This design comes from an exercise in tuning for small area and a short achievable clock period on the open sky130 flow, not from production work. Only simulation tests tie the RTL to the original design; equivalence was not proved. No activity file was given, so power comes from the tool's default toggle rates.

Design dma_csr_queue, start of the top module:
module dma_csr_queue (
    input  logic               clk,
    input  logic               rstn,
    input  logic [63:0]        addr,
    input  logic [63:0]        wdata,
    input  logic               we,
    output logic [63:0]        rdata,
    output logic [3:0]         ch_start,
    output logic [3:0][63:0]   ch_addr,
    output logic [3:0][31:0]   ch_len,
    input  logic [3:0]         ch_busy,
    input  logic [3:0]         ch_done,
    input  logic [3:0]         ch_err,
    output logic               irq
);
    logic [3:0]  hit_ch_n;    
    logic        hit_irq;     
    logic        in_ch;
    logic [1:0]  cs;
    logic [2:0]  rs;
    logic [63:0] wd_m;        
    logic [3:0]  irq_src;
    logic [3:0][1:0]  d_ctrl;
    logic [3:0][63:0] d_addr;
    logic [3:0][31:0] d_len;
    logic [3:0][10:0] d_st;
    logic [3:0][2:0]  d_ev;
    logic [3:0][31:0] d_cnt;
    dma_csr_match u_match (.a(addr), .hit_ch_n(hit_ch_n), .hit_irq(hit_irq));
    assign in_ch = !hit_ch_n[0];
    assign cs    = addr[7:6];
    assign rs    = addr[5:3];
    assign wd_m  = wdata & {64{rstn}};
    for (genvar g = 0; g < 4; g++) begin : g_ch
        logic        wsel;
        logic        w_ctrl, w_addr, w_len, w_push, w_ev;
        logic        en_q, irq_en_q, flush_q;
        logic [63:0] stg_addr_q;
        logic [31:0] stg_len_q;
        logic [2:0]  ev_q;
        logic [2:0]  ev_set;
        logic [2:0]  ev_clr;
        logic [31:0] done_cnt_q;
        logic [31:0] cnt_flip;    
        logic [63:0] addr_q;
        logic [31:0] len_q;
        logic        issue_q, run_q, idle;
        logic        pop_req, pop, nz;
        logic        run_done, run_err, inc, ovf;
        logic [95:0] head;
        logic [2:0]  fifo_cnt;
        logic        fifo_empty, fifo_full;
        assign wsel   = in_ch && we && (cs == 2'(g));
        assign w_ctrl = wsel && (rs == dma_csr_queue_pkg::R_CTRL);
  ...
Size: roughly 5300 cells after synthesis, about 0.092 mm^2 of cells after synthesis.
==> flow/config.mk <==
export PLATFORM = sky130hd
export DESIGN_NAME = dma_csr_queue
export DESIGN_NICKNAME = dma_csr_queue
export VERILOG_FILES = /design/flow/design.v
export SDC_FILE = /design/flow/constraint.sdc
export NUM_CORES = 4
export LEC_CHECK = 0
export CAP_MARGIN = 20
export CORE_MARGIN = 2
export CORE_UTILIZATION = 65
export PLACE_DENSITY = 0.8
export SETUP_SLACK_MARGIN = 3.5
export SLEW_MARGIN = 20
export SYNTH_HIERARCHICAL = 1
==> flow/constraint.sdc <==
create_clock -name core_clock -period 8.0 [get_ports {clk}]
set_input_delay 1.6000 -clock core_clock [delete_from_list [all_inputs] [get_ports {clk}]]
set_output_delay 1.6000 -clock core_clock [all_outputs]
set_load 0.01 [all_outputs]
standard.sh (not shown) runs the stock make flow with config.mk's settings and CLKGATE_MAP_FILE= SYNTH_SCRIPT=/design/flow/synth_recipe.tcl, a recipe that flattens the netlist after the stock synthesis.
==> flow/flow/run.sh <==
#!/bin/bash
# Standard ORFS layout (the standard.sh) with two changes:
#  - port buffers use buf_1 (the resizer may upsize them) instead of the default delay-cell buffer;
#  - clock tree: clkbuf_4/clkbuf_8 with sinks clustered by 12, and no dummy balancing loads.
set -euo pipefail
bash standard.sh BUFFER_PORTS_ARGS="-buffer_cell sky130_fd_sc_hd__buf_1" \
  CTS_ARGS="-sink_clustering_enable -repair_clock_nets -sink_clustering_size 12 -sink_clustering_max_diameter 60 -buf_list {sky130_fd_sc_hd__clkbuf_4 sky130_fd_sc_hd__clkbuf_8} -dont_use_dummy_load" \
  finish > standard_flow.log 2>&1
Edit:
--- a/flow/design.v
+++ b/flow/design.v
@@ -164,31 +164,37 @@
         assign d_len[g]  = stg_len_q;
         assign d_st[g]   = {fifo_cnt, 5'b0, fifo_full, fifo_empty, !idle};
         assign d_ev[g]   = ev_q;
         assign d_cnt[g]  = done_cnt_q;
     end
     always_ff @(posedge clk) begin
         irq <= rstn && (|irq_src);
     end
-    for (genvar k = 0; k < 2; k++) begin : g_dec
+    for (genvar l = 2; l < 4; l++) begin : g_rs
+        logic r_addr;
+        rd_dec1 u_rdec (.a(addr[5:3]), .y(r_addr));
+    end
+    for (genvar k = 0; k < 1; k++) begin : g_dec
         logic [3:0] s_ctrl, s_addr, s_len, s_st, s_ev, s_cnt;
         dma_csr_dec u_dec (
             .a(addr[7:3]), .s_ctrl(s_ctrl), .s_addr(s_addr), .s_len(s_len),
             .s_st(s_st), .s_ev(s_ev), .s_cnt(s_cnt)
         );
     end
     for (genvar b = 0; b < 64; b++) begin : g_rd
-        localparam int K = b / 32;
-        logic [1:0] t_addr;
-        rd_ao22n u_ta0 (.a(g_dec[K].s_addr[0]), .b(d_addr[0][b]), .c(g_dec[K].s_addr[1]), .d(d_addr[1][b]), .y(t_addr[0]));
-        rd_ao22n u_ta1 (.a(g_dec[K].s_addr[2]), .b(d_addr[2][b]), .c(g_dec[K].s_addr[3]), .d(d_addr[3][b]), .y(t_addr[1]));
+        localparam int K = 0;
         if (b >= 32) begin : g_hi
-            rd_fin1 u_fin (.t0(t_addr[0]), .t1(t_addr[1]), .hn(hit_ch_n[b/16]), .y(rdata[b]));
+            logic m_addr;
+            rd_mux4 u_ma (.s(addr[7:6]), .d0(d_addr[0][b]), .d1(d_addr[1][b]), .d2(d_addr[2][b]), .d3(d_addr[3][b]), .y(m_addr));
+            rd_and3b u_fin (.an(hit_ch_n[b/16]), .b(m_addr), .c(g_rs[b/16].r_addr), .y(rdata[b]));
         end else begin : g_lo
+            logic [1:0] t_addr;
+            rd_ao22n u_ta0 (.a(g_dec[K].s_addr[0]), .b(d_addr[0][b]), .c(g_dec[K].s_addr[1]), .d(d_addr[1][b]), .y(t_addr[0]));
+            rd_ao22n u_ta1 (.a(g_dec[K].s_addr[2]), .b(d_addr[2][b]), .c(g_dec[K].s_addr[3]), .d(d_addr[3][b]), .y(t_addr[1]));
             logic [1:0] t_len, t_cnt;
             rd_ao22n u_tl0 (.a(g_dec[K].s_len[0]), .b(d_len[0][b]), .c(g_dec[K].s_len[1]), .d(d_len[1][b]), .y(t_len[0]));
             rd_ao22n u_tl1 (.a(g_dec[K].s_len[2]), .b(d_len[2][b]), .c(g_dec[K].s_len[3]), .d(d_len[3][b]), .y(t_len[1]));
             rd_ao22n u_tc0 (.a(g_dec[K].s_cnt[0]), .b(d_cnt[0][b]), .c(g_dec[K].s_cnt[1]), .d(d_cnt[1][b]), .y(t_cnt[0]));
             rd_ao22n u_tc1 (.a(g_dec[K].s_cnt[2]), .b(d_cnt[2][b]), .c(g_dec[K].s_cnt[3]), .d(d_cnt[3][b]), .y(t_cnt[1]));
             logic any_n;
             if (b >= 11 || (b >= 3 && b <= 7)) begin : g_m
                 logic p0, p1;
@@ -337,11 +343,17 @@
     assign y = !(a && b && c && d);
 endmodule
 module rd_ao22n (input logic a, b, c, d, output logic y);
     assign y = !((a && b) || (c && d));
 endmodule
 module rd_o21ai (input logic a1, a2, b1, output logic y);
     assign y = !((a1 || a2) && b1);
 endmodule
-module rd_fin1 (input logic t0, t1, hn, output logic y);
-    assign y = !((t0 && t1) || hn);
+module rd_dec1 (input logic [5:3] a, output logic y);
+    assign y = (a == 3'd1);
+endmodule
+module rd_mux4 (input logic [1:0] s, input logic d0, d1, d2, d3, output logic y);
+    assign y = s[1] ? (s[0] ? d3 : d2) : (s[0] ? d1 : d0);
+endmodule
+module rd_and3b (input logic an, b, c, output logic y);
+    assign y = !an && b && c;
 endmodule
After rerunning: Setup slack degrades by 65 ps. Fmax is lower by 1.3%. Total power is lower by about 0.43%. Register-to-register slack hardly moves. Core utilization is higher by 0.11 points. Clock power is lower by about 0.8%. Routed wire length is higher by about 2.3%. Final cell count stays flat. Design area hardly moves. Die area stays flat. Global-route usage is higher by 0.72 points. Via count barely changes. Synthesized area barely changes. Clock-buffer cell count stays the same.

==> port drivers added, routing unchanged <==
No port has a modelled driver above. Below, the same layouts with a new extraction and two added sets of constraints.
Step 1 (the two cells are an assumption about what drives the block):
set clk [get_ports {clk}]
set_driving_cell -lib_cell sky130_fd_sc_hd__clkbuf_16 $clk
set_driving_cell -lib_cell sky130_fd_sc_hd__buf_2 [delete_from_list [all_inputs] $clk]
Step 2 also shifts input and output timing later by t, the mid clock arrival at the registers, as if the neighbouring blocks saw the same clock.
Slacks: ideal / step 1 / step 2; pairs: ideal / step 1.
run | t (ns) | slack for setup (ns) | hold WS [ns]
the first run | 1.032 | 3.142 / 3.012 / 2.482 | 0.494 / 0.494 / 0.494
the second run | 1.040 | 3.076 / 2.869 / 2.669 | 0.502 / 0.502 / 0.502
After both steps every run listed still meets setup and hold. For the first run, which loses most, drivers alone change the setup slack by -0.130 ns; drivers and shift together by -0.660 ns.
